This design comes from an exercise in tuning for a short achievable clock period and few clock cycles on the open sky130 flow, not from production work. At most, simulation tests tie the RTL to the original design; equivalence was not proved. The RTL of runs 1 and 2 was laid out without a check of its function. Power figures rest on the tool's default switching activity, not on a simulated workload.

$ cat design/flow/design.v
package cvpPkg;
  typedef enum logic [3:0] {
    VADD = 4'h0,
    SST  = 4'h3,
    VLD  = 4'h4,
    VST  = 4'h5,
    SLL  = 4'h6,
    SLH  = 4'h7,
    J    = 4'h8,
    NOP  = 4'hF
  } opcodeT;
  typedef enum logic [2:0] {
    Fetch,
    Decode,
    Execute,
    VectorAdd,
    Load,
    Store,
    Jump,
    WriteBack
  } stateT;
  typedef struct packed {
    logic [2:0] dst;    
    logic [2:0] src1;   
    logic [2:0] src2;   
    logic [2:0] spare;  
  } regFieldsT;
  typedef struct packed {
    logic [3:0] spare;
    logic [7:0] imm;    
  } immFieldsT;
  typedef struct packed {
    logic [5:0] spare;
    logic [5:0] offset;  
  } offFieldsT;
  typedef union packed {
    regFieldsT  r;
    immFieldsT  i;
    offFieldsT  o;
    logic [11:0] jumpOffset;  
  } operandT;
  typedef struct packed {
    opcodeT  opcode;  
    operandT f;
  } instrT;
  typedef struct packed {
    logic [16-1:0] addr;
    logic               rd;
    logic               wr;
    logic [16-1:0] wrData;
  } memReqT;
  typedef struct packed {
    logic                  en;
    logic [3-1:0] addr;
    logic [(16 * 4)-1:0]     data;
  } regWriteT;
endpackage
`timescale 1ns/10ps
module halfFloatAddS1 (
  input  logic [15:0] a,
  input  logic [15:0] b,
  output logic [10:0] sigBig,
  output logic [10:0] sigSmall,
  output logic [4:0]  expBig,
  output logic [4:0]  diff,
  output logic        sub,
  output logic        signBig,
  output logic        anyInf,
  output logic        bothNeg
);
  logic        aBigger;
  logic [4:0]  expA;
  logic [4:0]  expB;
  logic [4:0]  diffAB;
  logic [4:0]  diffBA;
  cvpAdd #(.W(15)) u_cmp (
    .a (a[14:0]), .b (~b[14:0]), .cin (1'b1), .sum (), .cout (aBigger)
  );
  assign expA     = (a[14:10] == 5'd0) ? 5'd1 : a[14:10];
  assign expB     = (b[14:10] == 5'd0) ? 5'd1 : b[14:10];
  assign diffAB   = expA - expB;
  assign diffBA   = expB - expA;
  assign expBig   = aBigger ? expA : expB;
  assign diff     = aBigger ? diffAB : diffBA;
  assign sigBig   = aBigger ? {|a[14:10], a[9:0]} : {|b[14:10], b[9:0]};
  assign sigSmall = aBigger ? {|b[14:10], b[9:0]} : {|a[14:10], a[9:0]};
  assign sub      = a[15] ^ b[15];
  assign signBig  = aBigger ? a[15] : b[15];
  assign anyInf   = (&a[14:10]) | (&b[14:10]);
  assign bothNeg  = a[15] & b[15];
endmodule
module halfFloatAddS2 (
  input  logic [10:0] sigBig,
  input  logic [10:0] sigSmall,
  input  logic [4:0]  diff,
  input  logic        sub,
  output logic [14:0] raw
);
  logic [30:0] smallWide;
  logic [13:0] mantBig;
  logic [13:0] mantSmall;
  assign smallWide = {sigSmall, 20'd0} >> diff;
  assign mantBig   = {sigBig, 3'b000};
  assign mantSmall = {smallWide[30:18], |smallWide[17:0]};
  logic        carry;
  cvpAdd #(.W(14)) u_add (
    .a (mantBig), .b (sub ? ~mantSmall : mantSmall), .cin (sub),
    .sum (raw[13:0]), .cout (carry)
  );
  assign raw[14] = carry & !sub;
endmodule
module halfFloatAddS3 (
  input  logic [14:0] raw,
  input  logic [4:0]  expBig,
  output logic [13:0] norm,
  output logic [5:0]  expNorm
);
  logic [3:0]  leadZeros;
  logic [4:0]  maxShift;
  logic [3:0]  shiftAmt;
  logic [13:0] leftNorm;
  always_comb begin
    leadZeros = 4'd14;
    for (int i = 0; i <= 13; i++) begin
      if (raw[i]) leadZeros = 4'(13 - i);
    end
  end
  assign maxShift = expBig - 5'd1;
  assign shiftAmt = ({1'b0, leadZeros} > maxShift) ? maxShift[3:0] : leadZeros;
  assign leftNorm = raw[13:0] << shiftAmt;
  always_comb begin
    if (raw[14]) begin
      norm    = {raw[14:2], raw[1] | raw[0]};
      expNorm = {1'b0, expBig} + 6'd1;
    end else begin
      norm    = leftNorm;
      expNorm = leftNorm[13] ? {1'b0, expBig} - {2'b00, shiftAmt} : 6'd0;
    end
  end
endmodule
module halfFloatAddS4 (
  input  logic [13:0] norm,
  input  logic [5:0]  expNorm,
  input  logic        isZero,
  input  logic        signBig,
  input  logic        anyInf,
  input  logic        bothNeg,
  output logic [15:0] sum,
  output logic        overflow
);
  logic        roundUp;
  logic [15:0] rounded;
  logic        resSign;
  assign roundUp  = norm[2] & (norm[1] | norm[0] | norm[3]);
  cvpAdd #(.W(16)) u_round (
    .a ({expNorm, norm[12:3]}), .b (16'd0), .cin (roundUp), .sum (rounded), .cout ()
  );
  assign overflow = anyInf | (rounded[15:10] >= 6'd31);
  assign resSign  = isZero ? bothNeg : signBig;
  assign sum = overflow ? (16'h7C00 | {signBig, 15'd0})
                        : {resSign, rounded[14:0]};
endmodule
`timescale 1ns/10ps
module cvpAdd #(
  parameter int W = 16
) (
  input  logic [W-1:0] a,
  input  logic [W-1:0] b,
  input  logic         cin,
  output logic [W-1:0] sum,
  output logic         cout
);
  logic [W:0] g [0:$clog2(W+1)];
  logic [W:0] p [0:$clog2(W+1)];
  logic [W-1:0] hp;
  assign hp      = a ^ b;
  assign g[0]    = {a & b, cin};
  assign p[0]    = {hp, 1'b0};
  for (genvar k = 0; k < $clog2(W+1); k++) begin : g_lvl
    for (genvar i = 0; i <= W; i++) begin : g_bit
      if (i >= (1 << k)) begin : g_op
        assign g[k+1][i] = g[k][i] | (p[k][i] & g[k][i - (1 << k)]);
        assign p[k+1][i] = p[k][i] & p[k][i - (1 << k)];
      end else begin : g_pass
        assign g[k+1][i] = g[k][i];
        assign p[k+1][i] = p[k][i];
      end
    end
  end
  assign sum  = hp ^ g[$clog2(W+1)][W-1:0];
  assign cout = g[$clog2(W+1)][W];
endmodule
`timescale 1ns/10ps
module cvpCore (
  input  logic               Clk1,
  input  logic               reset,
  input  logic [16-1:0] DataIn,
  output logic [16-1:0] Addr,
  output logic [16-1:0] dataOut,
  output logic               RD,
  output logic               WR,
  output logic               V
);
  localparam int Q = 12;
  logic [63:0] vreg [8];
  logic [15:0] sreg [8];
  logic        flag;
  logic [15:0] addrQ;
  logic        rdQ;
  logic        wrQ;
  logic [15:0] doutQ;
  logic        t1Fetch, t1Load;
  logic [15:0] t1Pc;
  logic [1:0]  t1Lane;
  logic [2:0]  t1Dst;
  logic        t2Fetch, t2Load;
  logic [15:0] t2Pc;
  logic [1:0]  t2Lane;
  logic [2:0]  t2Dst;
  logic [15:0] fbase;
  logic        finc;
  logic [Q-1:0] qv;
  logic [15:0]  qi [Q];
  logic [15:0]  qpc [Q];
  logic [1:0]  seqLeft;
  logic        seqLoad;
  logic [1:0]  seqLane;
  logic [2:0]  seqDst;
  logic        p1v, p2v;
  logic [2:0]  p1d, p2d;
  logic [10:0] p1SigBig [4];
  logic [10:0] p1SigSmall [4];
  logic [4:0]  p1ExpBig [4];
  logic [4:0]  p1Diff [4];
  logic [3:0]  p1Sub, p1SignBig, p1AnyInf, p1BothNeg;
  logic [14:0] p2Raw [4];
  logic [4:0]  p2ExpBig [4];
  logic [3:0]  p2SignBig, p2AnyInf, p2BothNeg;
  logic        p3v;
  logic [2:0]  p3d;
  logic [13:0] p3Norm [4];
  logic [5:0]  p3ExpNorm [4];
  logic [3:0]  p3IsZero, p3SignBig, p3AnyInf, p3BothNeg;
  logic [15:0] hi;
  logic        hv;
  logic [3:0]  op;
  logic [2:0]  fd, fa, fb;
  logic        isVadd, isSst, isVld, isVst, isSll, isSlh, isMem;
  assign hi = qi[0];
  assign hv = qv[0];
  assign op = hi[15:12];
  assign fd = hi[11:9];
  assign fa = hi[8:6];
  assign fb = hi[5:3];
  assign isVadd = op == 4'h0;
  assign isSst  = op == 4'h3;
  assign isVld  = op == 4'h4;
  assign isVst  = op == 4'h5;
  assign isSll  = op == 4'h6;
  assign isSlh  = op == 4'h7;
  assign isMem  = isSst | isVld | isVst;
  function automatic logic ldPend(input logic [2:0] r);
    ldPend = ((seqLeft != 2'd0) && seqLoad && seqDst == r) ||
             (t1Load && t1Dst == r) || (t2Load && t2Dst == r);
  endfunction
  logic vaddHaz;
  assign vaddHaz = (p1v && (p1d == fa || p1d == fb)) ||
                   (p2v && (p2d == fa || p2d == fb)) ||
                   (p3v && (p3d == fa || p3d == fb)) ||
                   ldPend(fa) || ldPend(fb) || ldPend(fd);
  logic stall, issue;
  assign stall = wrQ ||
                 (isMem && seqLeft != 2'd0) ||
                 (isVadd && vaddHaz) ||
                 ((isSst || isVst) && (p1v || p2v)) ||
                 (isVst && p3v && p3d == fd);
  assign issue = hv && !stall;
  logic match, flush;
  logic [15:0] redirect;
  always_comb begin
    match = t2Fetch && t2Pc == addrQ;
    for (int i = 0; i < Q; i++) begin
      if (qv[i] && qpc[i] == addrQ) match = 1'b1;
    end
  end
  assign flush    = wrQ && match;
  assign redirect = qv[0] ? qpc[0] : t2Pc;
  logic        jNow;
  logic [15:0] jTarget;
  logic [12:0] jLo;
  logic [3:0]  jHi;
  assign jNow     = t2Fetch && DataIn[15:12] == 4'h8 && DataIn[11:0] != 12'd1;
  logic [3:0] pcHiM1, pcHiP1;
  assign pcHiM1 = t2Pc[15:12] - 4'd1;
  assign pcHiP1 = t2Pc[15:12] + 4'd1;
  cvpAdd #(.W(12)) u_jLo (
    .a (t2Pc[11:0]), .b (DataIn[11:0]), .cin (1'b0), .sum (jLo[11:0]), .cout (jLo[12])
  );
  always_comb begin
    case ({DataIn[11], jLo[12]})
      2'b00:   jHi = t2Pc[15:12];
      2'b01:   jHi = pcHiP1;
      2'b10:   jHi = pcHiM1;
      default: jHi = t2Pc[15:12];
    endcase
  end
  assign jTarget = {jHi, jLo[11:0]};
  logic       room, dataNext, doFetch;
  logic [15:0] seqFetch;
  logic        jSel;
  assign room      = !qv[Q-1] && !(qv[Q-2] && (t1Fetch || t2Fetch)) &&
                     !(qv[Q-3] && t1Fetch && t2Fetch);
  assign dataNext  = (issue && isMem) || seqLeft != 2'd0;
  assign doFetch   = !dataNext && room;
  cvpAdd #(.W(16)) u_seqFetch (
    .a (fbase), .b (16'd0), .cin (finc), .sum (seqFetch), .cout ()
  );
  assign jSel      = jNow && !flush;
  logic [15:0] sa, sd, base;
  logic [63:0] va, vb, vd;
  assign sa   = sreg[fa];
  assign sd   = sreg[fd];
  cvpAdd #(.W(16)) u_base (
    .a (sa), .b ({10'd0, hi[5:0]}), .cin (1'b0), .sum (base), .cout ()
  );
  logic [15:0] addrInc;
  cvpAdd #(.W(16)) u_addrInc (
    .a (addrQ), .b (16'd0), .cin (1'b1), .sum (addrInc), .cout ()
  );
  assign va   = vreg[fa];
  assign vb   = vreg[fb];
  assign vd   = vreg[fd];
  logic [10:0] s1SigBig [4];
  logic [10:0] s1SigSmall [4];
  logic [4:0]  s1ExpBig [4];
  logic [4:0]  s1Diff [4];
  logic [3:0]  s1Sub, s1SignBig, s1AnyInf, s1BothNeg;
  logic [14:0] s2Raw [4];
  logic [13:0] s3Norm [4];
  logic [5:0]  s3ExpNorm [4];
  logic [15:0] s4Sum [4];
  logic [3:0]  s4Ovf;
  for (genvar l = 0; l < 4; l++) begin : g_lane
    halfFloatAddS1 u_s1 (
      .a        (va[l*16 +: 16]),
      .b        (vb[l*16 +: 16]),
      .sigBig   (s1SigBig[l]),
      .sigSmall (s1SigSmall[l]),
      .expBig   (s1ExpBig[l]),
      .diff     (s1Diff[l]),
      .sub      (s1Sub[l]),
      .signBig  (s1SignBig[l]),
      .anyInf   (s1AnyInf[l]),
      .bothNeg  (s1BothNeg[l])
    );
    halfFloatAddS2 u_s2 (
      .sigBig   (p1SigBig[l]),
      .sigSmall (p1SigSmall[l]),
      .diff     (p1Diff[l]),
      .sub      (p1Sub[l]),
      .raw      (s2Raw[l])
    );
    halfFloatAddS3 u_s3 (
      .raw      (p2Raw[l]),
      .expBig   (p2ExpBig[l]),
      .norm     (s3Norm[l]),
      .expNorm  (s3ExpNorm[l])
    );
    halfFloatAddS4 u_s4 (
      .norm     (p3Norm[l]),
      .expNorm  (p3ExpNorm[l]),
      .isZero   (p3IsZero[l]),
      .signBig  (p3SignBig[l]),
      .anyInf   (p3AnyInf[l]),
      .bothNeg  (p3BothNeg[l]),
      .sum      (s4Sum[l]),
      .overflow (s4Ovf[l])
    );
  end
  always_ff @(posedge Clk1) begin
    for (int l = 0; l < 4; l++) begin
      p1SigBig[l]   <= s1SigBig[l];
      p1SigSmall[l] <= s1SigSmall[l];
      p1ExpBig[l]   <= s1ExpBig[l];
      p1Diff[l]     <= s1Diff[l];
      p2Raw[l]      <= s2Raw[l];
      p2ExpBig[l]   <= p1ExpBig[l];
      p3Norm[l]     <= s3Norm[l];
      p3ExpNorm[l]  <= s3ExpNorm[l];
      p3IsZero[l]   <= p2Raw[l] == 15'd0;
    end
    p3SignBig <= p2SignBig;
    p3AnyInf  <= p2AnyInf;
    p3BothNeg <= p2BothNeg;
    p3d <= p2d;
    p1Sub     <= s1Sub;
    p1SignBig <= s1SignBig;
    p1AnyInf  <= s1AnyInf;
    p1BothNeg <= s1BothNeg;
    p2SignBig <= p1SignBig;
    p2AnyInf  <= p1AnyInf;
    p2BothNeg <= p1BothNeg;
    p1d <= fd;
    p2d <= p1d;
  end
  logic [Q-1:0] qvN;
  logic [15:0]  qiN [Q];
  logic [15:0]  qpcN [Q];
  logic [Q:0]   qvX;
  logic [Q-1:0] qvS;
  logic [15:0]  qiX [Q+1];
  logic [15:0]  qpcX [Q+1];
  always_comb begin
    qvX = {1'b0, qv};
    for (int i = 0; i < Q; i++) begin
      qiX[i]  = qi[i];
      qpcX[i] = qpc[i];
    end
    qiX[Q]  = qi[Q-1];
    qpcX[Q] = qpc[Q-1];
    for (int i = 0; i < Q; i++) begin
      if (issue) begin
        qvN[i]  = qvX[i+1];
        qiN[i]  = qiX[i+1];
        qpcN[i] = qpcX[i+1];
      end else begin
        qvN[i]  = qvX[i];
        qiN[i]  = qiX[i];
        qpcN[i] = qpcX[i];
      end
    end
    qvS = qvN;
    for (int i = 0; i < Q; i++) begin
      if (t2Fetch && !qvS[i] && (i == 0 || qvS[(i + Q - 1) % Q])) begin
        qvN[i]  = 1'b1;
        qiN[i]  = DataIn;
        qpcN[i] = t2Pc;
      end
    end
    if (flush) qvN = '0;
  end
  always_ff @(posedge Clk1) begin
    if (reset) begin
      addrQ   <= '0;
      rdQ     <= 1'b1;
      wrQ     <= 1'b0;
      t1Fetch <= 1'b1;
      t1Load  <= 1'b0;
      t1Pc    <= '0;
      t2Fetch <= 1'b0;
      t2Load  <= 1'b0;
      fbase   <= '0;
      finc    <= 1'b1;
      qv      <= '0;
      seqLeft <= '0;
      p1v     <= 1'b0;
      p2v     <= 1'b0;
      p3v     <= 1'b0;
      flag    <= 1'b0;
      for (int i = 0; i < 8; i++) begin
        vreg[i] <= '0;
        sreg[i] <= '0;
      end
    end else begin
      t2Fetch <= t1Fetch && !((jNow || flush) );
      t2Load  <= t1Load;
      t2Pc    <= t1Pc;
      t2Lane  <= t1Lane;
      t2Dst   <= t1Dst;
      t1Load <= 1'b0;
      t1Fetch <= 1'b0;
      doutQ   <= '0;  
      if (issue && isMem) begin
        addrQ   <= base;
        rdQ     <= isVld;
        wrQ     <= !isVld;
        doutQ   <= isSst ? sd : vd[15:0];
        t1Load  <= isVld;
        t1Lane  <= 2'd0;
        t1Dst   <= fd;
        seqLeft <= isSst ? 2'd0 : 2'd3;
        seqLoad <= isVld;
        seqLane <= 2'd1;
        seqDst  <= fd;
      end else if (seqLeft != 2'd0) begin
        addrQ   <= addrInc;
        doutQ   <= vreg[seqDst][seqLane*16 +: 16];
        t1Load  <= seqLoad;
        t1Lane  <= seqLane;
        t1Dst   <= seqDst;
        seqLeft <= seqLeft - 2'd1;
        seqLane <= seqLane + 2'd1;
      end else if (doFetch) begin
        addrQ   <= jSel ? jTarget : seqFetch;
        rdQ     <= 1'b1;
        wrQ     <= 1'b0;
        t1Fetch <= !flush;
        t1Pc    <= jSel ? jTarget : seqFetch;
      end else begin
        addrQ   <= seqFetch;  
        rdQ     <= 1'b0;
        wrQ     <= 1'b0;
      end
      if (flush) begin
        fbase <= redirect;
        finc  <= 1'b0;
      end else if (jNow) begin
        fbase <= jTarget;
        finc  <= doFetch;
      end else if (doFetch) begin
        fbase <= seqFetch;
        finc  <= 1'b1;
      end
      qv <= qvN;
      for (int i = 0; i < Q; i++) begin
        qi[i]  <= qiN[i];
        qpc[i] <= qpcN[i];
      end
      if (issue && isSll) sreg[fd][7:0]  <= hi[7:0];
      if (issue && isSlh) sreg[fd][15:8] <= hi[7:0];
      p1v <= issue && isVadd;
      p2v <= p1v;
      p3v <= p2v;
      if (p3v) begin
        vreg[p3d] <= {s4Sum[3], s4Sum[2], s4Sum[1], s4Sum[0]};
        flag      <= |s4Ovf;
      end
      if (t2Load) vreg[t2Dst][t2Lane*16 +: 16] <= DataIn;
    end
  end
  assign Addr    = addrQ;
  assign dataOut = doutQ;
  assign RD      = rdQ;
  assign WR      = wrQ;
  assign V       = flag;
endmodule
$ cat design/flow/flow/run.sh
#!/bin/bash
# Standard ORFS layout, with repair aiming well below the clock period.
set -euo pipefail
MARGIN=${MARGIN:-10.5}
bash standard.sh SETUP_SLACK_MARGIN=$MARGIN finish > flow_standard.log 2>&1
$ cat design/flow/standard.sh
#!/bin/bash
# synth_recipe.tcl (not shown) runs the flow's synth.tcl, then flattens the netlist and writes it again
# the make line also repeats each setting of config.mk as NAME=value (left out here)
make -C /OpenROAD-flow-scripts/flow DESIGN_CONFIG=/design/flow/config.mk WORK_HOME=/design/flow/orfs CLKGATE_MAP_FILE= SYNTH_SCRIPT=/design/flow/synth_recipe.tcl "${@:-finish}"
$ cat design/flow/config.mk
export PLATFORM = sky130hd
export DESIGN_NAME = cvpCore
export DESIGN_NICKNAME = cvpCore
export VERILOG_FILES = /design/flow/design.v
export SDC_FILE = /design/flow/constraint.sdc
export NUM_CORES = 4
export LEC_CHECK = 0
export ABC_CLOCK_PERIOD_IN_PS = 4000
export CAP_MARGIN = 20
export CORE_MARGIN = 2
export CORE_UTILIZATION = 45
export SLEW_MARGIN = 20
$ cat design/flow/constraint.sdc
create_clock -name core_clock -period 15.0 [get_ports {Clk1}]
set_input_delay 3.0000 -clock core_clock [delete_from_list [all_inputs] [get_ports {Clk1}]]
set_output_delay 3.0000 -clock core_clock [all_outputs]
set_load 0.01 [all_outputs]
==> reports/qor.yml, run 1 <==
logic_synthesis:
  synth_cells: 7362
  ys.flop_type: "edfxtp_1"
  ys_ff_latch: 1494
  netlist_area_um2: 89730
  synthTopCellsByCount: "edfxtp_1 (1072), mux4_2 (546), nand2_1 (500)"
  syn_avg_cell_area_um2: 12.19
  ys_seq_area_share_pct: 45.29
  ys_warn_count: 50
  synth_most_common_cell: "edfxtp_1"
  synth_top_area_share_pct: 35.87
  synth_edf_count: 1072
  synth_top_area_cell: "edfxtp_1"
  ys_top_cells_by_area: "edfxtp_1 (36%), mux4_2 (14%), dfxtp_1 (9.4%)"
  syn_nets: 7599
  ys_types: 107
  async_flop_share_pct: 0
clock_tree:
  htree_levels: 4
  clock_sinks: 1494
  cts_tree: "built"
  cts_root_buf: "clkbuf_16"
  cts_max_path_buffers: 3
  clkSlewWorstSetupHoldPaths_ns: 0.06
  numCtsBuffers: 167
  insertion_delay_ns: 0.85
hold_path:
  worstHoldPathType: "flip-flop to flip-flop"
worst_setup_path:
  r2r-start: "t2Pc[1]"
  crit_type: "primary input to flip-flop"
  r2r_cells: 24
  cp_data_arrival_time_ns: 6.61
  r2r_end: "fbase[15]"
  endpoint_kind: "flip-flop"
  worst-path-max-fanout: 3
  startpoint: "DataIn[0]"
  endpoint: "fbase[14]"
  reg2reg_slack_ns: 10.06
  start_kind: "primary input"
  required_ns: 15.76
pwr:
  power.total_uw: 19510
  powerDensity_nw_per_um2: 192.6
  combPwrFrac_pct: 47.4
  peakVddDrop_mv: 0.1180
  p_leak_uw: 0.03759
  p_int_uw: 11480
  power.switching_uw: 8027
  swShare_pct: 41.15
  power.share.clock_pct: 21.4
  p_seq_share_pct: 31.2
sta:
  slew_viol_final: 0
  clock_skew_ns: 0.03658
  slew_headroom_pct: 15.35
  hold_slack_ns: 0.3174
  rsz0062_at_grt: "true"
  setup_viol: 0
  fmax_ghz: 0.1707
  min_period_over_period_pct: 39.05
  fin_setup_tns_ns: 0
  tightest_slew_ns: 1.265
  hold_viol: 0
  period_needed_ns: 5.857
floorplan:
  die_h_um: 450.6
  coreArea_um2: 197800
  start_util_pct: 45.36
  fp.dieW_um: 450.6
  die_area_um2: 203000
  io_pins: 53
  rows: 163
placement:
  dpl-instance-area_um2: 92750
  place_congestion: 0.9642
  place_inst: 9629
  port_buffers: 52
  dp_hpwl_um: 201000
routing:
  routed_wl_um: 307700
  wire_per_inst_um: 30.42
  drc_errors: 0
  viasPerCell: 6.484
  dr.pass1.iters: 6
  vias: 65600
  detail-route-antenna-nets: 0
  drt_iter0_markers: 7842
grt:
  grt_usage_pct: 29.47
  grt_max_degree: 65
  overflow: 0
  grt_pass1_wl_um: 442500
  grt_pass1_vias: 64080
  antenna_found_initial: 17
final_layout:
  drive_gt1_share_pct: 25.30
  stdcell_count: 10120
  design_area_um2: 101300
  nets: 7561
  area_growth_pct: 12.84
job:
  maxCapViolations: 0
run_status:
  run_status: "no timing/DRC/antenna violations"
## per-stage QoR
stage	setup WS, ns	utilization, %
5_1_grt	8.920	51.18
6_report	9.143	51.18
4_1_cts	9.209	50.61
3_5_place_dp	7.618	46.88
3_3_place_gp	7.595	46.87
2_1_floorplan	8.732	-
## worst max-delay path, stage by stage
cell and delay (ns):
buf_12 0.10, buf_12 0.12, ha_4 0.15, inv_2 0.05, fa_2 0.20, nor2b_2 0.05, o21ai_2 0.14, a21oi_2 0.08
o31a_1 0.27, o21ai_2 0.18, a21boi_2 0.09, o21ai_1 0.15, a21oi_1 0.09, o21a_1 0.18, nor2_2 0.14, ha_4 0.18
buf_6 0.10, inv_4 0.03, fa_2 0.33, xor2_1 0.15, nor2_1 0.12, a21oi_2 0.06, mux2_4 0.29, nand2_2 0.07
o21ai_2 0.06, a211oi_2 0.21
## layer usage
metal	vias to the layer above	track usage (%)	wire length [um]
li1	28270	-	-
met1	32870	36.90	115600
met2	3587	46.90	141700
met3	858	6.724	29700
met4	18	16.97	20620
met5	-	0.02367	114
## how the worst min path moves through the flow
stage | start | end | depth (start not counted)
floorplan | p1AnyInf[0] | p2AnyInf[0] | 0
global placement | p2BothNeg[2] | p3BothNeg[2] | 0
detailed placement | p1AnyInf[1] | p2AnyInf[1] | 0
CTS | p1SignBig[2] | p2SignBig[2] | 0
global route | p1BothNeg[2] | p2BothNeg[2] | 0
finish | p1SignBig[2] | p2SignBig[2] | 0
## power groups by stage
stage                     registers [uW]  clock network [uW]  logic (uW)
after floorplan                     5600                   0        6640
after global placement              6150                   0        8430
after detailed placement            6160                   0        8480
after CTS                           6070                4210        8830
after global routing                6170                4370        9960
final                               6080                4170        9250
## cells in the final DEF (no fill, tap or decap), drive strengths merged, types with 15 or more instances in the layout
| cell type | instances |
|---|---|
| nor2b | 67 |
| mux4 | 546 |
| clkbuf | 239 |
| dfxtp | 422 |
| o21ai | 340 |
| a221oi | 15 |
| nor3 | 79 |
| xor2 | 236 |
| a211oi | 47 |
| xnor2 | 249 |
| nand4 | 67 |
| a31oi | 23 |
| inv | 213 |
| nand2b | 58 |
| nor3b | 17 |
| nand3 | 124 |
| o21a | 19 |
| edfxtp | 1072 |
| o31ai | 41 |
| a21o | 52 |
| a21oi | 228 |
| or3 | 29 |
| or2 | 24 |
| and2 | 128 |
| a22o | 232 |
| ha | 204 |
| nor4 | 63 |
| and3 | 45 |
| nor2 | 344 |
| clkinv | 61 |
| buf | 331 |
| nand2 | 511 |
| o2bb2ai | 19 |
| fa | 15 |
| mux2i | 471 |
| mux2 | 396 |
| o22ai | 210 |
## layout make-up
type                            count  area [um2]
Inverter                          213       864.6
Multi-Input combinational cell   5102       47320
Clock buffer                      236        4747
Clock inverter                     76       764.5
Antenna cell                       10       25.02
Timing Repair Buffer              344        3476
Sequential cell                  1494       40730
Fill cell                       16990       96570
Timing Repair inverter              2       16.27
Tap cell                         2640        3303
## kinds of logic (layout without fill, tap and decap cells)
| kind of cell | count (synthesis) | after routing | share of synthesized area, % |
|---|---|---|---|
| AND/OR/NAND/NOR | 1611 | 1614 | 8.890 |
| flip-flops | 1494 | 1494 | 45.29 |
| multiplexers | 1413 | 1413 | 23.93 |
| AO/OA/AOI/OAI | 1368 | 1371 | 10.31 |
| buffers and inverters | 772 | 871 | 3.675 |
| XOR/XNOR | 485 | 485 | 4.734 |
| adder cells (fa/ha/maj) | 219 | 219 | 3.179 |
| other | 0 | 10 | 0 |
## what timing repair did
item,4_1_cts,5_1_grt
endpoints found under the hold margin,0,0
hold buffers,0,0
pin swaps,55,19
endpoints found under the setup margin,1556,573
buffers inserted,76,72
resized for setup,406,90
gates cloned,11,6
## state kept, by name, summed over array words and instances, names as in the netlist, 20 cells and up, named ones only
signal	cells
vreg	512
qi	192
qpc	192
sreg	128
p2Raw	60
p3Norm	52
p1SigBig	44
p1SigSmall	44
p3ExpNorm	24
p1Diff	20
p1ExpBig	20
p2ExpBig	20
==> run 2: changes to the inputs <==
--- a/design/flow/design.v
+++ b/design/flow/design.v
@@ -443,4 +443,5 @@
     if (reset) begin
       addrQ   <= '0;
+      doutQ   <= '0;
       rdQ     <= 1'b1;
       wrQ     <= 1'b0;
--- a/design/flow/config.mk
+++ b/design/flow/config.mk
@@ -6,5 +6,5 @@
 export NUM_CORES = 4
 export LEC_CHECK = 0
-export ABC_CLOCK_PERIOD_IN_PS = 4000
+export ABC_CLOCK_PERIOD_IN_PS = 1000
 export CAP_MARGIN = 20
 export CORE_MARGIN = 2
==> run 2 against run 1 <==
Cell count decreased by 0.20%. Maximum frequency increased by 3.8%. Area after synthesis increased by 0.27%. Sequential share of layout area decreased by 0.18 points. Utilization decreased by 0.33 points. Clock power increased by 1%. Global-route usage decreased by 0.45 points. Clock skew increased by 0.012 ns. Register-to-register slack improved by 0.51 ns.
==> reports/qor.yml, run 2 <==
run_status:
  run_status: "no timing/DRC/antenna violations"  # unchanged
clock_tree:
  clkSlewWorstSetupHoldPaths_ns: 0.06  # about the same
  cts_tree: "built"  # unchanged
  cts_max_path_buffers: 3  # unchanged
  cts_root_buf: "clkbuf_16"  # unchanged
  htree_levels: 4  # unchanged
  numCtsBuffers: 167  # unchanged
  clock_sinks: 1494  # unchanged
  insertion_delay_ns: 0.84  # was 0.85 ns
pwr:
  power.share.clock_pct: 21.4  # about the same
  p_leak_uw: 0.03782  # was 0.03759 uW
  powerDensity_nw_per_um2: 194.1  # was 192.6 nW/um2
  p_seq_share_pct: 30.6  # was 31.2%
  power.total_uw: 19670  # was 19510 uW
  combPwrFrac_pct: 48.0  # was 47.4%
  peakVddDrop_mv: 0.1239  # was 0.1180 mV
  p_int_uw: 11480  # about the same
  swShare_pct: 41.65  # was 41.15%
  power.switching_uw: 8191  # was 8027 uW
floorplan:
  die_area_um2: 203600  # was 203000 um2
  fp.dieW_um: 451.2  # was 450.6 um
  start_util_pct: 45.16  # was 45.36%
  io_pins: 53  # unchanged
  coreArea_um2: 199200  # was 197800 um2
  rows: 164  # was 163
  die_h_um: 451.2  # was 450.6 um
final_layout:
  top_register: "vreg"  # unchanged
  drive_gt1_share_pct: 24.51  # was 25.30%
  fillCellCount: 17160  # was 16.99k
  nets: 7529  # was 7561
  largest_reg_flops: 512  # unchanged
  reg_top3: "vreg x512, qi x192, qpc x192"  # unchanged
  layout_common_cells: "edfxtp_1 (1056), mux4_2 (548), mux2i_1 (400)"  # was edfxtp_1 (1072), mux4_2 (546), nand2_1 (461)
  area_growth_pct: 12.60  # was 12.84%
  layout_commonest_cell: "edfxtp_1"  # unchanged
logic_synthesis:
  synthMuxAreaShare_pct: 23.99  # was 23.93%
  ys_types: 97  # was 107
  synth_most_common_cell: "edfxtp_1"  # unchanged
  synth_top_area_cell: "edfxtp_1"  # unchanged
  ys.flop_type: "edfxtp_1"  # unchanged
  synth_top_family_by_area: "multiplexers"  # unchanged
  synth-xor-area-share_pct: 4.799  # was 4.734%
  ys_ff_latch: 1494  # unchanged
  synthTopCellsByCount: "edfxtp_1 (1056), mux4_2 (548), dfxtp_1 (438)"  # was edfxtp_1 (1072), mux4_2 (546), nand2_1 (500)
  yosys.area_share.simple_pct: 8.567  # was 8.890%
  synthAdderAreaFrac_pct: 3.170  # was 3.179%
  async_flop_share_pct: 0  # unchanged
  syn_nets: 7623  # was 7599
  syn_avg_cell_area_um2: 12.18  # was 12.19 um2
  synth_top_area_share_pct: 35.24  # was 35.87%
  synth_cells: 7386  # was 7362
  netlist_area_um2: 89980  # was 89730 um2
  ys_warn_count: 50  # unchanged
  ys_top_cells_by_area: "edfxtp_1 (35%), mux4_2 (14%), dfxtp_1 (9.7%)"  # was edfxtp_1 (36%), mux4_2 (14%), dfxtp_1 (9.4%)
  ys_seq_area_share_pct: 44.99  # was 45.29%
  synth_edf_count: 1056  # was 1072
  synth_compound_area_share_pct: 10.75  # was 10.31%
sta:
  slew_headroom_pct: 22.15  # was 15.35%
  setup_viol: 0  # unchanged
  tightest_slew_ns: 1.135  # was 1.265 ns
  hold_slack_ns: 0.2993  # was 0.3174 ns
  finalWorstSetupSlack_ns: 9.357  # was 9.143 ns
  min_period_over_period_pct: 37.62  # was 39.05%
  hold_viol: 0  # unchanged
  fmax_ghz: 0.1772  # was 0.1707 GHz
  fin_setup_tns_ns: 0  # unchanged
  clock_skew_ns: 0.04904  # was 0.03658 ns
  slew_viol_final: 0  # unchanged
  rsz0062_at_grt: "true"  # unchanged
  period_needed_ns: 5.643  # was 5.857 ns
routing:
  detail-route-antenna-nets: 0  # unchanged
  drc_errors: 0  # unchanged
  viasPerCell: 6.534  # was 6.484
  routed_wl_um: 303500  # was 307700 um
  wl_met3_um: 29880  # was 29700 um
  wl_met1_um: 115300  # was 115600 um
  top_layer: "met5"  # unchanged
  wl_met2_um: 141800  # was 141700 um
  drt_iter0_markers: 8517  # was 7842
  wire_per_inst_um: 30.06  # was 30.42 um
  vias: 65970  # was 65.60k
  dr.pass1.iters: 8  # was 6
worst_setup_path:
  startpoint: "DataIn[2]"  # was DataIn[0]
  r2r_cells: 6  # was 24
  required_ns: 15.75  # was 15.76 ns
  endpoint: "fbase[15]"  # was fbase[14]
  r2r_end: "doutQ[0]"  # was fbase[15]
  start_kind: "primary input"  # unchanged
  reg2reg_slack_ns: 10.57  # was 10.06 ns
  endpoint_kind: "flip-flop"  # unchanged
  cp_data_arrival_time_ns: 6.39  # was 6.61 ns
  worst-path-max-fanout: 4  # was 3
  crit_type: "primary input to flip-flop"  # unchanged
grt:
  grt_pass1_wl_um: 438600  # was 442500 um
  overflow: 0  # unchanged
  grt_usage_pct: 29.02  # was 29.47%
  antenna_found_initial: 13  # was 17
  grt_max_degree: 61  # was 65
  grt_pass1_vias: 64410  # was 64.08k
hold_path:
  worstHoldPathType: "flip-flop to flip-flop"  # unchanged
placement:
  pre_cts_ws_ns: 7.732  # was 7.618 ns
  port_buffers: 52  # unchanged
  dp_hpwl_um: 195500  # was 201000 um
  place_congestion: 0.9510  # was 0.9642
job:
  maxCapViolations: 0  # unchanged
[run 2: cell types whose count changed in the layout (fill, tap and decap cells not counted), sizes merged, moves of 25 or more]
cell,delta
nand2,-94
o22ai,-49
nor3,+60
xor2,+40
a22o,+66
nand3,+25
buf,-62
inv,+39
o21ai,-40
mux2i,-56
xnor2,-32
[run 2: power by group through the flow]
| stage | sequential, uW | combinational, uW | clock, uW |
|---|---|---|---|
| finish | 6020 | 9440 | 4210 |
| global route | 6110 | 10200 | 4410 |
| floorplan | 5580 | 6820 | 0 |
| global placement | 6110 | 8750 | 0 |
| detailed placement | 6110 | 8830 | 0 |
| CTS | 6000 | 9150 | 4250 |
[run 2: worst min path at each step]
stage                  from            to  slack (ns)  cells past startpoint
2_1_floorplan   p1AnyInf[0]   p2AnyInf[0]        0.31                      0
3_3_place_gp   p2BothNeg[0]  p3BothNeg[0]        0.31                      0
3_5_place_dp    p2AnyInf[0]   p3AnyInf[0]        0.31                      0
4_1_cts        p2BothNeg[0]  p3BothNeg[0]        0.31                      0
5_1_grt        p2BothNeg[0]  p3BothNeg[0]        0.31                      0
6_report       p2BothNeg[0]  p3BothNeg[0]        0.30                      0
[run 2: area by class of cell]
class,instances,area [um2],area share (%)
Antenna cell,7,17.52,0.01729
Clock buffer,232,4745,4.683
Clock inverter,79,873.3,0.8620
Inverter,252,982.2,0.9694
Multi-Input combinational cell,5080,47750,47.13
Sequential cell,1494,40580,40.05
Tap cell,2656,3323,3.280
Timing Repair Buffer,297,3053,3.013
[run 2: cell families after synthesis]
logic type | after synthesis
AND/OR/NAND/NOR | 1567
adder cells (fa/ha/maj) | 219
flip-flops | 1494
XOR/XNOR | 493
buffers and inverters | 818
multiplexers | 1380
AO/OA/AOI/OAI | 1415
[run 2: through the flow]
stage	std cells	area [um2]	utilization (%)
after floorplan	7386	90800	-
after global placement	9674	93280	46.81
after detailed placement	9675	93300	46.82
after CTS	10060	100500	50.45
after global routing	10090	101300	50.84
final	10100	101300	50.85
[run 2: worst max-delay path, cell delays in order]
cell	delay, ns
buf_4	0.15
ha_4	0.27
nor2b_2	0.16
o21ai_2	0.16
a21boi_2	0.09
o21ai_2	0.21
a211oi_2	0.10
o21ai_1	0.14
nand2_1	0.08
a21o_1	0.17
a21oi_2	0.19
ha_4	0.18
ha_4	0.19
a21o_1	0.16
a21oi_2	0.15
xnor2_1	0.13
nor2_1	0.08
xnor2_1	0.14
mux2_4	0.28
mux2i_1	0.13
mux2i_1	0.10
nor2_1	0.14
[run 2: metal layers]
layer,vias up,GRT usage (%)
li1,28320,-
met1,33300,37.27
met2,3654,46.68
met3,694,6.215
met4,10,13.94
met5,-,0
[run 2: repair_timing]
action | 4_1_cts | 5_1_grt
endpoints found under the setup margin | 2025 | 928
pin swaps | 47 | 18
cloned | 8 | 7
hold buffers | 0 | 0
buffers inserted | 64 | 24
resized for setup | 345 | 106
==> run 3: changes to the inputs <==
--- a/design/flow/design.v
+++ b/design/flow/design.v
@@ -286,24 +286,29 @@
   assign flush    = wrQ && match;
   assign redirect = qv[0] ? qpc[0] : t2Pc;
-  logic        jNow;
-  logic [15:0] jTarget;
-  logic [12:0] jLo;
-  logic [3:0]  jHi;
-  assign jNow     = t2Fetch && DataIn[15:12] == 4'h8 && DataIn[11:0] != 12'd1;
-  logic [3:0] pcHiM1, pcHiP1;
-  assign pcHiM1 = t2Pc[15:12] - 4'd1;
-  assign pcHiP1 = t2Pc[15:12] + 4'd1;
-  cvpAdd #(.W(12)) u_jLo (
-    .a (t2Pc[11:0]), .b (DataIn[11:0]), .cin (1'b0), .sum (jLo[11:0]), .cout (jLo[12])
-  );
+  logic        isJ, jShort, jNowS, jLongNow, jNow;
+  logic        jlPend;
+  logic [15:0] jlPc;
+  logic [11:0] jlOff;
+  logic [15:0] jTargetS, jlTarget;
+  logic [4:0]  jLo;
+  logic [11:0] jHi;
+  logic [11:0] pcHiM1, pcHiP1;
+  assign isJ      = t2Fetch && DataIn[15:12] == 4'h8;
+  assign jShort   = DataIn[11:3] == 9'h000 || DataIn[11:3] == 9'h1FF;
+  assign jNowS    = isJ && jShort && DataIn[11:0] != 12'd1;
+  assign jLongNow = isJ && !jShort;
+  assign jNow     = jNowS || jlPend;
+  assign jLo    = {1'b0, t2Pc[3:0]} + {1'b0, DataIn[3:0]};
   always_comb begin
-    case ({DataIn[11], jLo[12]})
-      2'b00:   jHi = t2Pc[15:12];
+    case ({DataIn[3], jLo[4]})
       2'b01:   jHi = pcHiP1;
       2'b10:   jHi = pcHiM1;
-      default: jHi = t2Pc[15:12];
+      default: jHi = t2Pc[15:4];
     endcase
   end
-  assign jTarget = {jHi, jLo[11:0]};
+  assign jTargetS = {jHi, jLo[3:0]};
+  cvpAdd #(.W(16)) u_jlTarget (
+    .a (jlPc), .b ({{4{jlOff[11]}}, jlOff}), .cin (1'b0), .sum (jlTarget), .cout ()
+  );
   logic       room, dataNext, doFetch;
   logic [15:0] seqFetch;
@@ -312,9 +317,15 @@
                      !(qv[Q-3] && t1Fetch && t2Fetch);
   assign dataNext  = (issue && isMem) || seqLeft != 2'd0;
-  assign doFetch   = !dataNext && room;
+  assign doFetch   = !dataNext && room && !jLongNow;
   cvpAdd #(.W(16)) u_seqFetch (
     .a (fbase), .b (16'd0), .cin (finc), .sum (seqFetch), .cout ()
   );
   assign jSel      = jNow && !flush;
+  logic [15:0] fetchAddr;
+  always_comb begin
+    if (jNowS && !flush)       fetchAddr = jTargetS;
+    else if (jlPend && !flush) fetchAddr = jlTarget;
+    else                       fetchAddr = seqFetch;
+  end
   logic [15:0] sa, sd, base;
   logic [63:0] va, vb, vd;
@@ -451,4 +462,5 @@
       t2Fetch <= 1'b0;
       t2Load  <= 1'b0;
+      jlPend  <= 1'b0;
       fbase   <= '0;
       finc    <= 1'b1;
@@ -464,7 +476,12 @@
       end
     end else begin
-      t2Fetch <= t1Fetch && !((jNow || flush) );
+      t2Fetch <= t1Fetch && !(jNowS || jLongNow || flush);
+      jlPend  <= jLongNow && !flush;
+      jlPc    <= t2Pc;
+      jlOff   <= DataIn[11:0];
       t2Load  <= t1Load;
       t2Pc    <= t1Pc;
+      pcHiM1  <= t1Pc[15:4] - 12'd1;
+      pcHiP1  <= t1Pc[15:4] + 12'd1;
       t2Lane  <= t1Lane;
       t2Dst   <= t1Dst;
@@ -493,9 +510,9 @@
         seqLane <= seqLane + 2'd1;
       end else if (doFetch) begin
-        addrQ   <= jSel ? jTarget : seqFetch;
+        addrQ   <= fetchAddr;
         rdQ     <= 1'b1;
         wrQ     <= 1'b0;
         t1Fetch <= !flush;
-        t1Pc    <= jSel ? jTarget : seqFetch;
+        t1Pc    <= fetchAddr;
       end else begin
         addrQ   <= seqFetch;  
@@ -507,5 +524,5 @@
         finc  <= 1'b0;
       end else if (jNow) begin
-        fbase <= jTarget;
+        fbase <= fetchAddr;
         finc  <= doFetch;
       end else if (doFetch) begin
--- a/design/flow/config.mk
+++ b/design/flow/config.mk
@@ -6,5 +6,5 @@
 export NUM_CORES = 4
 export LEC_CHECK = 0
-export ABC_CLOCK_PERIOD_IN_PS = 1000
+export ABC_CLOCK_PERIOD_IN_PS = 4000
 export CAP_MARGIN = 20
 export CORE_MARGIN = 2
==> run 3 against run 2 <==
Still clean on timing, DRC and antenna. Sequential power increased by 3.5%. Worst hold slack improved by 0.025 ns. Total power increased by 2.0%. Non-clock buffer count increased by 108. Cell count increased by 3.3%. Die area increased by 1.9%. Combinational power increased by 0.4%. Clock skew increased by 0.026 ns. Critical path depth decreased by 4. Routed wire length increased by 3.6%.
==> reports/qor.yml, run 3 <==
run_status:
  run_status: "no timing/DRC/antenna violations"  # unchanged
clock_tree:
  clock_sinks: 1546  # was 1494
  clkSlewWorstSetupHoldPaths_ns: 0.06  # about the same
  cts_root_buf: "clkbuf_16"  # unchanged
  insertion_delay_ns: 0.87  # was 0.84 ns
  cts_hold_buf: 0  # unchanged
  htree_levels: 4  # unchanged
  cts_max_path_buffers: 3  # unchanged
  numCtsBuffers: 172  # was 167
  cts_tree: "built"  # unchanged
final_layout:
  layout_commonest_cell: "edfxtp_1"  # unchanged
  stdcell_count: 10430  # was 10.10k
  largest_reg_flops: 512  # unchanged
  area_growth_pct: 14.05  # was 12.60%
  reg_top3: "vreg x512, qi x192, qpc x192"  # unchanged
  top_register: "vreg"  # unchanged
  fillCellCount: 17270  # was 17.16k
  regArea_um2: 42140  # was 40580 um2
  multiInputGateArea_um2: 48120  # was 47750 um2
  nets: 7855  # was 7529
  drive_gt1_share_pct: 25.50  # was 24.51%
  layout_common_cells: "edfxtp_1 (1107), mux4_2 (539), nand2_1 (496)"  # was edfxtp_1 (1056), mux4_2 (548), mux2i_1 (400)
logic_synthesis:
  async_flop_share_pct: 0  # unchanged
  ys.flop_type: "edfxtp_1"  # unchanged
  ys_warn_count: 47  # was 50
  synthTopCellsByCount: "edfxtp_1 (1107), nand2_1 (540), mux4_2 (539)"  # was edfxtp_1 (1056), mux4_2 (548), dfxtp_1 (438)
  ys_ff_latch: 1546  # was 1494
  netlist_area_um2: 91750  # was 89980 um2
  synth_most_common_cell: "edfxtp_1"  # unchanged
  synth_top_area_share_pct: 36.23  # was 35.24%
  synth_cells: 7582  # was 7386
  synth_edf_count: 1107  # was 1056
  ys_top_cells_by_area: "edfxtp_1 (36%), mux4_2 (13%), dfxtp_1 (9.6%)"  # was edfxtp_1 (35%), mux4_2 (14%), dfxtp_1 (9.7%)
  synth_top_area_cell: "edfxtp_1"  # unchanged
  syn_nets: 7827  # was 7623
  ys_types: 115  # was 97
  syn_avg_cell_area_um2: 12.10  # was 12.18 um2
  ys_seq_area_share_pct: 45.81  # was 44.99%
grt:
  antenna_found_initial: 16  # was 13
  grt_pass1_wl_um: 451100  # was 438600 um
  grt_usage_pct: 29.20  # was 29.02%
  grt_pass1_vias: 65650  # was 64.41k
  grt_max_degree: 63  # was 61
  overflow: 0  # unchanged
worst_setup_path:
  worst-path-max-fanout: 6  # was 4
  r2r_cells: 15  # was 6
  worst-path-buf-inv: 5  # was 1
  start_kind: "primary input"  # unchanged
  endpoint_kind: "flip-flop"  # unchanged
  crit_family: "compound AO/OA/AOI/OAI gates"  # unchanged
  required_ns: 15.71  # was 15.75 ns
  reg2reg_slack_ns: 10.60  # was 10.57 ns
  r2r_end: "addrQ[7]"  # was doutQ[0]
  crit_type: "primary input to flip-flop"  # unchanged
  cp_data_arrival_time_ns: 5.45  # was 6.39 ns
  crit_path_max_incr_delay_ns: 0.34  # was 0.28 ns
  crit_chain: "buf_12, buf_12, ha_4, inv_2, fa_2, nor2b_1, o21ai_1, nand2b_1, inv_2, ha_4, buf_8, a22oi_2, nor2_1, a21oi_1, o22ai_1, a21o_1, a21oi_2, nor4_2"  # was buf_4, ha_4, nor2b_2, o21ai_2, a21boi_2, o21ai_2, a211oi_2, o21ai_1, nand2_1, a21o_1, a21oi_2, ha_4, ha_4, a21o_1, a21oi_2, xnor2_1, nor2_1, xnor2_1, mux2_4, mux2i_1, mux2i_1, nor2_1
  worst_path_max_delay_cell: "fa_2"  # was mux2_4
routing:
  drc_errors: 0  # unchanged
  viasPerCell: 6.542  # was 6.534
  dr.pass1.iters: 9  # was 8
  vias: 68230  # was 65.97k
  drt_iter0_markers: 8534  # was 8517
  wire_per_inst_um: 30.15  # was 30.06 um
  routed_wl_um: 314400  # was 303500 um
  detail-route-antenna-nets: 0  # unchanged
sta:
  finalWorstSetupSlack_ns: 10.26  # was 9.357 ns
  clock_skew_ns: 0.07501  # was 0.04904 ns
  hold_viol: 0  # unchanged
  tightest_slew_ns: 1.104  # was 1.135 ns
  setup_viol: 0  # unchanged
  period_needed_ns: 4.743  # was 5.643 ns
  hold_slack_ns: 0.3242  # was 0.2993 ns
  rsz0062_at_grt: "true"  # unchanged
  slew_headroom_pct: 26.43  # was 22.15%
  min_period_over_period_pct: 31.62  # was 37.62%
  fmax_ghz: 0.2108  # was 0.1772 GHz
  fin_setup_tns_ns: 0  # unchanged
  slew_viol_final: 0  # unchanged
placement:
  place_inst: 9885  # was 9675
  dp_hpwl_um: 199400  # was 195500 um
  port_buffers: 52  # unchanged
  pre_cts_ws_ns: 8.268  # was 7.732 ns
  place_congestion: 0.9222  # was 0.9510
floorplan:
  die_area_um2: 207500  # was 203600 um2
  coreArea_um2: 202300  # was 199200 um2
  start_util_pct: 45.35  # was 45.16%
  io_pins: 53  # unchanged
  rows: 165  # was 164
  fp.dieW_um: 455.5  # was 451.2 um
  die_h_um: 455.5  # was 451.2 um
pwr:
  power.total_uw: 20070  # was 19670 uW
  powerDensity_nw_per_um2: 191.8  # was 194.1 nW/um2
  peakVddDrop_mv: 0.1459  # was 0.1239 mV
  p_leak_uw: 0.03858  # was 0.03782 uW
job:
  maxCapViolations: 0  # unchanged
hold_path:
  hold_end: "p2ExpBig[1][0]"  # was p3BothNeg[0]
  holdPathStages: 0  # unchanged
  min_from: "p1ExpBig[1][0]"  # was p2BothNeg[0]
  worstHoldPathType: "flip-flop to flip-flop"  # unchanged
## run 3: cell type report
| type | instances | share of cell area (%) |
|---|---|---|
| timing repair buffer | 405 | 4.123 |
| clock buffer | 233 | 4.649 |
| multi-input combinational | 5252 | 45.99 |
| sequential | 1546 | 40.27 |
| antenna | 3 | 0.007175 |
| inverter | 233 | 0.8873 |
| clock inverter | 85 | 0.8765 |
| tap | 2672 | 3.195 |
## run 3: routing by layer
| metal | wire length (um) | global-route usage, % |
|---|---|---|
| met3 | 34850 | 7.203 |
| met5 | 125 | 0.1378 |
| met1 | 123000 | 38.88 |
| met2 | 139500 | 44.76 |
| met4 | 16950 | 13.89 |
## run 3: cell families (layout without fill, tap and decap cells)
group,Yosys count,count (layout),synth area share [%]
simple gates,1708,1712,9.119
flops,1546,1546,45.81
compound gates,1409,1412,10.20
mux,1368,1368,22.91
buf+inv,791,956,3.649
xor+xnor,533,533,5.088
fa+ha+maj,227,227,3.218
other cells,0,3,0
## run 3: worst max-delay path by stage
stage | from | cells past startpoint | slack [ns] | to
6_report | DataIn[0] | 18 | 10.26 | addrQ[7]
5_1_grt | DataIn[0] | 18 | 10.13 | fbase[13]
4_1_cts | DataIn[0] | 17 | 10.26 | addrQ[5]
3_5_place_dp | DataIn[3] | 10 | 8.27 | addrQ[14]
3_3_place_gp | DataIn[2] | 14 | 8.40 | addrQ[14]
2_1_floorplan | DataIn[1] | 17 | 9.71 | addrQ[15]
## run 3: what timing repair did
action                     in CTS  in global routing
gates resized for setup       446                142
gates cloned                   17                  7
setup endpoints to repair    1677                652
setup buffers                 115                 84
hold endpoints to repair        0                  0
pin swaps                      71                 50
## run 3: power breakdown
group / total [uW] / internal (uW) / switching [uW]
logic: 9480 / 4060 / 5430
registers: 6230 / 5360 / 868
clock network: 4350 / 2460 / 1890
total: 20100 / 11900 / 8190
## run 3: metrics by stage
stage	util, %	instance area [um2]
final	51.72	104600
after global routing	51.72	104600
after CTS	51.03	103300
after detailed placement	46.87	94830
after global placement	46.86	94810
after floorplan	-	92710
Testbench counts of run 3, summed over its fixed seeds: cycles 14,720.
==> run 4: changes to the inputs <==
--- a/design/flow/design.v
+++ b/design/flow/design.v
@@ -291,7 +291,4 @@
   logic [11:0] jlOff;
   logic [15:0] jTargetS, jlTarget;
-  logic [4:0]  jLo;
-  logic [11:0] jHi;
-  logic [11:0] pcHiM1, pcHiP1;
   assign isJ      = t2Fetch && DataIn[15:12] == 4'h8;
   assign jShort   = DataIn[11:3] == 9'h000 || DataIn[11:3] == 9'h1FF;
@@ -299,13 +296,12 @@
   assign jLongNow = isJ && !jShort;
   assign jNow     = jNowS || jlPend;
-  assign jLo    = {1'b0, t2Pc[3:0]} + {1'b0, DataIn[3:0]};
-  always_comb begin
-    case ({DataIn[3], jLo[4]})
-      2'b01:   jHi = pcHiP1;
-      2'b10:   jHi = pcHiM1;
-      default: jHi = t2Pc[15:4];
-    endcase
+  logic [15:0] jCand [16];
+  function automatic logic [15:0] jOff4(input logic [3:0] k);
+    jOff4 = {{12{k[3]}}, k};
+  endfunction
+  assign jTargetS = jCand[DataIn[3:0]];
+  for (genvar k = 0; k < 16; k++) begin : g_jCand
+    always_ff @(posedge Clk1) jCand[k] <= t1Pc + jOff4(4'(k));
   end
-  assign jTargetS = {jHi, jLo[3:0]};
   cvpAdd #(.W(16)) u_jlTarget (
     .a (jlPc), .b ({{4{jlOff[11]}}, jlOff}), .cin (1'b0), .sum (jlTarget), .cout ()
@@ -482,6 +478,4 @@
       t2Load  <= t1Load;
       t2Pc    <= t1Pc;
-      pcHiM1  <= t1Pc[15:4] - 12'd1;
-      pcHiP1  <= t1Pc[15:4] + 12'd1;
       t2Lane  <= t1Lane;
       t2Dst   <= t1Dst;
==> run 4 against run 3 <==
Setup slack better by 0.13 ns. Non-clock buffer count increased by 38. Clock power increased by 13%. Via count increased by 12%. Final area grew 9.5%. Still clean.
==> reports/qor.yml, run 4 <==
run_status:
  run_status: "no timing/DRC/antenna violations"  # unchanged
worst_setup_path:
  worst-path-max-fanout: 47  # was 6
  cp_data_arrival_time_ns: 5.32  # was 5.45 ns
  r2r_cells: 7  # was 15
  required_ns: 15.71  # about the same
  start_kind: "flip-flop"  # was primary input
  reg2reg_slack_ns: 10.39  # was 10.60 ns
  r2r_end: "doutQ[5]"  # was addrQ[7]
  crit_type: "flip-flop to flip-flop"  # was primary input to flip-flop
  endpoint_kind: "flip-flop"  # unchanged
final_layout:
  drive_gt1_share_pct: 23.10  # was 25.50%
  utilization_pct: 52.08  # was 51.72%
  stdcell_count: 11670  # was 10.43k
  layout_commonest_cell: "edfxtp_1"  # unchanged
  reg_top3: "vreg x512, jCand x222"  # was vreg x512, qi x192, qpc x192
  design_area_um2: 114500  # was 104600 um2
  area_growth_pct: 14.83  # was 14.05%
  fillCellCount: 19030  # was 17.27k
  top_register: "vreg"  # unchanged
  layout_common_cells: "edfxtp_1 (1084), nand2_1 (621), dfxtp_1 (611)"  # was edfxtp_1 (1107), mux4_2 (539), nand2_1 (496)
  regArea_um2: 45920  # was 42140 um2
  largest_reg_flops: 512  # unchanged
  multiInputGateArea_um2: 52580  # was 48120 um2
  nets: 8791  # was 7855
clock_tree:
  htree_levels: 4  # unchanged
  clock_sinks: 1745  # was 1546
  insertion_delay_ns: 0.90  # was 0.87 ns
  clkSlewWorstSetupHoldPaths_ns: 0.06  # about the same
  cts_root_buf: "clkbuf_16"  # unchanged
  cts_tree: "built"  # unchanged
  cts_max_path_buffers: 3  # unchanged
  numCtsBuffers: 192  # was 172
job:
  maxCapViolations: 0  # unchanged
sta:
  slew_headroom_pct: 20.20  # was 26.43%
  rsz0062_at_grt: "true"  # unchanged
  clock_skew_ns: 0.1088  # was 0.07501 ns
  min_period_over_period_pct: 30.76  # was 31.62%
  hold_viol: 0  # unchanged
  fin_setup_tns_ns: 0  # unchanged
  period_needed_ns: 4.615  # was 4.743 ns
  slew_viol_final: 0  # unchanged
  fmax_ghz: 0.2167  # was 0.2108 GHz
  setup_viol: 0  # unchanged
  tightest_slew_ns: 1.193  # was 1.104 ns
  hold_slack_ns: 0.3193  # was 0.3242 ns
logic_synthesis:
  synth_top_area_cell: "edfxtp_1"  # unchanged
  async_flop_share_pct: 0  # unchanged
  ys.flop_type: "edfxtp_1"  # unchanged
  synth_most_common_cell: "edfxtp_1"  # unchanged
  ys_types: 125  # was 115
  ys_ff_latch: 1745  # was 1546
  synthTopCellsByCount: "edfxtp_1 (1084), nand2_1 (693), dfxtp_1 (661)"  # was edfxtp_1 (1107), nand2_1 (540), mux4_2 (539)
  syn_nets: 8767  # was 7827
  synth_top_area_share_pct: 32.63  # was 36.23%
  ys_top_cells_by_area: "edfxtp_1 (33%), dfxtp_1 (13%), mux4_2 (12%)"  # was edfxtp_1 (36%), mux4_2 (13%), dfxtp_1 (9.6%)
  syn_avg_cell_area_um2: 11.71  # was 12.10 um2
  ys_warn_count: 49  # was 47
  ys_seq_area_share_pct: 45.90  # was 45.81%
  netlist_area_um2: 99740  # was 91750 um2
  synth_cells: 8517  # was 7582
  synth_edf_count: 1084  # was 1107
grt:
  grt_pass1_vias: 73280  # was 65.65k
  antenna_found_initial: 18  # was 16
  overflow: 0  # unchanged
  grt_max_degree: 95  # was 63
  grt_pass1_wl_um: 510600  # was 451100 um
  grt_usage_pct: 30.87  # was 29.20%
placement:
  place_inst: 11060  # was 9885
  port_buffers: 52  # unchanged
  place_congestion: 0.9934  # was 0.9222
  dpl-instance-area_um2: 103400  # was 94830 um2
  dp_hpwl_um: 234100  # was 199400 um
routing:
  wire_per_inst_um: 30.70  # was 30.15 um
  dr.pass1.iters: 9  # unchanged
  vias: 76180  # was 68.23k
  routed_wl_um: 358200  # was 314400 um
  drc_errors: 0  # unchanged
  detail-route-antenna-nets: 0  # unchanged
  drt_iter0_markers: 9837  # was 8534
  viasPerCell: 6.528  # was 6.542
pwr:
  peakVddDrop_mv: 0.1207  # was 0.1459 mV
  powerDensity_nw_per_um2: 191.6  # was 191.8 nW/um2
  p_leak_uw: 0.04265  # was 0.03858 uW
floorplan:
  rows: 172  # was 165
  fp.dieW_um: 474.8  # was 455.5 um
  coreArea_um2: 219900  # was 202300 um2
  io_pins: 53  # unchanged
  start_util_pct: 45.35  # about the same
  die_area_um2: 225400  # was 207500 um2
  die_h_um: 474.8  # was 455.5 um
hold_path:
  hold_end: "p2SignBig[2]"  # was p2ExpBig[1][0]
  worstHoldPathType: "flip-flop to flip-flop"  # unchanged
  holdPathStages: 0  # unchanged
  min_from: "p1SignBig[2]"  # was p1ExpBig[1][0]
==> run 4: cell types whose count changed after synthesis, sizes merged, moves of 48 or more <==
cell   delta
dfxtp   +222
xor2    +148
nand2   +144
nor2     +81
a22oi    +60
a21oi    +48
==> run 4: worst max path at each step <==
stage                          start     endpoint  slack (ns)  depth (start not counted)
final                      flip-flop     doutQ[5]       10.39                          7
after global routing          p3d[0]   sreg[0][5]       10.28                          9
after CTS                      reset  vreg[6][33]       10.21                          6
after detailed placement   DataIn[0]     fbase[9]        8.49                         13
after global placement    DataIn[15]     fbase[5]        8.34                         11
after floorplan            DataIn[7]    addrQ[13]       10.08                          8
==> run 4: layout make-up <==
cell class	count	area share, %
Clock inverter	94	1.005
Clock buffer	261	4.737
Tap cell	2958	3.231
Timing Repair Buffer	443	4.207
Sequential cell	1745	40.09
Multi-Input combinational cell	5929	45.91
Antenna cell	10	0.02185
Inverter	230	0.7964
==> run 4: layer usage <==
layer | routed length [um] | vias up | GRT usage (%)
met5 | 155 | - | 0
met4 | 22170 | 12 | 15.81
met3 | 39320 | 1036 | 7.723
met2 | 160900 | 4831 | 48.20
met1 | 135700 | 37860 | 39.73
li1 | - | 32450 | -
==> run 4: logic make-up (layout without fill, tap and decap cells) <==
family,count (synthesis),count (layout),synth area share [%]
compound gates,1635,1639,11.00
xor+xnor,687,687,6.032
fa+ha+maj,232,232,3.016
buf+inv,850,1028,3.618
flops,1745,1745,45.90
mux,1305,1305,20.34
other cells,0,10,0
simple gates,2063,2066,10.10
==> run 4: report_power, final <==
group	switching, uW	total [uW]	internal [uW]
logic	5890	10100	4170
clock network	2100	4920	2820
registers	918	6960	6040
total	8910	21900	13000
==> run 4: timing repair <==
item                                     CTS  global route
resized for setup                        467           218
gates cloned                              18             9
endpoints found under the setup margin  1563          1178
endpoints found under the hold margin      0             0
hold buffers                               0             0
pin swaps                                 41            71
buffers inserted                         108           110
==> run 4: worst max-delay path, stage by stage, from the launching register on <==
cell and delay [ns]:
dfxtp_4 0.87, buf_4 0.77, buf_4 0.72, mux4_2 0.34, mux2i_1 0.20, a221oi_1 0.59, o21ai_0 0.23, a21oi_1 0.62
==> run 4: per-stage QoR <==
stage	setup WS, ns	total power [uW]
after floorplan	10.08	13580
after global routing	10.28	23040
final	10.39	21940
after detailed placement	8.495	16260
after global placement	8.341	16170
after CTS	10.21	21470
Testbench counts of run 4, summed over its fixed seeds: cycles 14,720.

## re-timing with driven ports
The results above use ideal ports. As a check the final layouts listed here were re-extracted and re-timed, cells and wires unchanged. Step 1 (the two cells are an assumption about what drives the block):
set clk [get_ports {Clk1}]
set_driving_cell -lib_cell sky130_fd_sc_hd__clkbuf_16 $clk
set_driving_cell -lib_cell sky130_fd_sc_hd__buf_2 [delete_from_list [all_inputs] $clk]
Step 2 times the ports against the registers' clock, not the clock port: input delays grow and output delays shrink by t, the midpoint of the rising clock arrivals with the driver on. Slacks: ideal ports / drivers / drivers and shift; pairs: ideal ports / drivers.
run	t, ns	setup slack, ns	worst register clock-pin slew, ns	worst slew at a driven data input, ns	cell pins on the clock port's net
run 1	0.925	9.143 / 9.193 / 8.268	0.07 / 0.07	0.29	1
run 2	0.918	9.357 / 9.416 / 8.497	0.07 / 0.07	0.14	1
run 3	0.925	10.257 / 10.285 / 9.359	0.07 / 0.07	0.08	1
run 4	0.946	10.385 / 10.385 / 9.528	0.07 / 0.07	0.08	1
After both steps setup and hold are still met in every run listed. The setup slack of run 3, which loses most, moves by +0.028 ns with the drivers and by -0.898 ns with both steps.
